This design comes from an exercise in tuning for small area, a short achievable clock period and few clock cycles per item on the open sky130 flow, not from production work.
RTL that was checked went through simulation tests only; none was proved equivalent to the original.

main:
==> module inv_byte_substitution_state, before the edit <==
module inv_byte_substitution_state (
    input  logic           i_clock,
    input  logic           i_reset,
    input  logic [127:0]   i_state,
    input  logic           i_valid,
    output logic           o_ready,
    output logic [127:0]   o_state,
    output logic           o_valid,
    input  logic           i_ready
);
    logic vout_q, va_q, vs_q, ready_q;
    logic lo, la, acc;
    logic fo, fa, fs;
    assign fo = ~vout_q;
    assign fa = ~(va_q & vout_q);
    assign fs = ~(vs_q & va_q & vout_q);
    inv_byte_flag u_ovalid (
        .i_clock (i_clock),
        .i_reset (i_reset),
        .i_en    (lo),
        .i_d     (va_q),
        .o_q     (o_valid)
    );
    assign acc = i_valid & ready_q;
    assign lo  = ~vout_q | i_ready;    
    assign la  = ~va_q | lo;           
    for (genvar k = 0; k < 16; k++) begin : g_lane
        inv_byte_lane u_lane (
            .i_clock (i_clock),
            .i_byte  (i_state[8*k +: 8]),
            .i_ready (i_ready),
            .i_fo    (fo),
            .i_fa    (fa),
            .i_fs    (fs),
            .i_vs    (vs_q),
            .o_byte  (o_state[8*k +: 8])
        );
    end
    always_ff @(posedge i_clock) begin
        if (i_reset) begin
            vout_q  <= 1'b0;
            va_q    <= 1'b0;
            vs_q    <= 1'b0;
            ready_q <= 1'b1;
        end else begin
            if (lo) vout_q <= va_q;
            if (la) begin
                va_q    <= vs_q | acc;
                vs_q    <= vs_q & acc;
                ready_q <= ~(vs_q & acc);
            end else begin
                vs_q    <= vs_q | acc;
                ready_q <= ~(vs_q | acc);
            end
        end
    end
    assign o_ready = ready_q;
endmodule
==> module inv_byte_lane, before the edit <==
module inv_byte_lane (
    input  logic       i_clock,
    input  logic [7:0] i_byte,
    input  logic       i_ready,
    input  logic       i_fo,
    input  logic       i_fa,
    input  logic       i_fs,
    input  logic       i_vs,
    output logic [7:0] o_byte
);
    logic [7:0] a_q, s_q, out_q, sb, a_n, a_d, s_d, out_d;
    logic       lo, la, ls, lo_n, la_n, ls_n;
    assign lo_n = ~(i_ready | i_fo);
    assign la_n = ~(i_ready | i_fa);
    assign ls_n = ~(i_ready | i_fs);
    assign lo   = ~lo_n;
    assign la   = ~la_n;
    assign ls   = ~ls_n;
    for (genvar b = 0; b < 8; b++) begin : g_bit
        inv_byte_mux2i u_mux (
            .i_a0 (i_byte[b]),
            .i_a1 (s_q[b]),
            .i_s  (i_vs),
            .o_y  (a_n[b])
        );
        inv_byte_hold u_hold_a (
            .i_ld   (la),
            .i_ld_n (la_n),
            .i_d    (a_n[b]),
            .i_q    (a_q[b]),
            .o_d    (a_d[b])
        );
        inv_byte_hold u_hold_s (
            .i_ld   (ls),
            .i_ld_n (ls_n),
            .i_d    (i_byte[b]),
            .i_q    (s_q[b]),
            .o_d    (s_d[b])
        );
        inv_byte_hold u_hold_o (
            .i_ld   (lo),
            .i_ld_n (lo_n),
            .i_d    (sb[b]),
            .i_q    (out_q[b]),
            .o_d    (out_d[b])
        );
    end
    inv_byte_substitution_algorithm u_alg (
        .i_byte (a_q),
        .o_byte (sb)
    );
    always_ff @(posedge i_clock) begin
        out_q <= out_d;
        a_q   <= a_d;
        s_q   <= s_d;
    end
    assign o_byte = out_q;
endmodule
export LEC_CHECK = 0
export CAP_MARGIN = 20
export CORE_MARGIN = 2
export CORE_UTILIZATION = 40
export SLEW_MARGIN = 20
export SYNTH_HIERARCHICAL = 1
create_clock -name core_clock -period 16.0 [get_ports {i_clock}]
standard.sh (not shown) runs the stock make flow with config.mk's settings and CLKGATE_MAP_FILE= SYNTH_SCRIPT=/design/flow/synth_recipe.tcl, a recipe that flattens the netlist after the stock synthesis.
==> flow/flow/run.sh <==
#!/bin/bash
# The standard layout, with plain buf_2 cells as the port buffers instead of the delay
# buffer that buffer_ports picks by default. Everything else is the standard flow.
set -euo pipefail
bash standard.sh "BUFFER_PORTS_ARGS=-buffer_cell sky130_fd_sc_hd__buf_2" SETUP_SLACK_MARGIN=11.4 finish > standard_flow.log 2>&1
Here is what was changed in the inputs of the feature branch compared with main.
diff --git a/flow/design.v b/flow/design.v
--- a/flow/design.v
+++ b/flow/design.v
@@ -208,8 +208,7 @@
     logic vout_q, va_q, vs_q, ready_q;
     logic lo, la, acc;
-    logic fo, fa, fs;
+    logic fo, fa;
     assign fo = ~vout_q;
     assign fa = ~(va_q & vout_q);
-    assign fs = ~(vs_q & va_q & vout_q);
     inv_byte_flag u_ovalid (
         .i_clock (i_clock),
@@ -229,5 +228,4 @@
             .i_fo    (fo),
             .i_fa    (fa),
-            .i_fs    (fs),
             .i_vs    (vs_q),
             .o_byte  (o_state[8*k +: 8])
@@ -260,5 +258,4 @@
     input  logic       i_fo,
     input  logic       i_fa,
-    input  logic       i_fs,
     input  logic       i_vs,
     output logic [7:0] o_byte
@@ -268,8 +265,8 @@
     assign lo_n = ~(i_ready | i_fo);
     assign la_n = ~(i_ready | i_fa);
-    assign ls_n = ~(i_ready | i_fs);
     assign lo   = ~lo_n;
     assign la   = ~la_n;
-    assign ls   = ~ls_n;
+    assign ls   = ~i_vs;
+    assign ls_n = i_vs;
     for (genvar b = 0; b < 8; b++) begin : g_bit
         inv_byte_mux2i u_mux (
The feature branch vs. main: sequential share of layout area held steady, total clock buffers created by CTS grew by 1, area of the die shrank by 270 um^2. Cmp main and the feature branch / hold slack / lower: main. On minimum setup slack among reg-to-reg paths, main tracks the feature branch almost exactly. The final cycle utilization of the critical path reported for the feature branch is smaller than that of main by 0.85 points.
Testbench counts of the feature branch, summed over its fixed seeds: cycles 1,616, items 1,600.
Only the layout flow was run in main; the RTL was not checked for function there.

## port drivers added, routing unchanged
How much do the figures lean on ideal ports? The routed layouts below were timed once more, with nothing changed but the port constraints.
Step 1: set_driving_cell puts a clkbuf_16 on i_clock and a buf_2 on each other input, an assumption about the parent block.
Step 2 adds t to the input delays and takes it off the output delays; t is the mean of the earliest and latest rising clock arrival at the registers after step 1. Input paths then give back, and output paths get back, about the clock's delay inside the block.
a / b / c = ideal / step 1 / step 2; a / b = the first two.
run	t (ns)	slack for setup (ns)	hold WS [ns]	worst setup path at the end
main	0.627	11.511 / 11.542 / 10.916	0.459 / 0.459 / 0.459	input to register
the feature branch	0.628	11.648 / 11.586 / 11.256	0.464 / 0.464 / 0.464	input to register
After both steps every run listed still meets setup and hold. For main, which loses most, drivers alone change the setup slack by +0.031 ns; drivers and shift together by -0.595 ns.
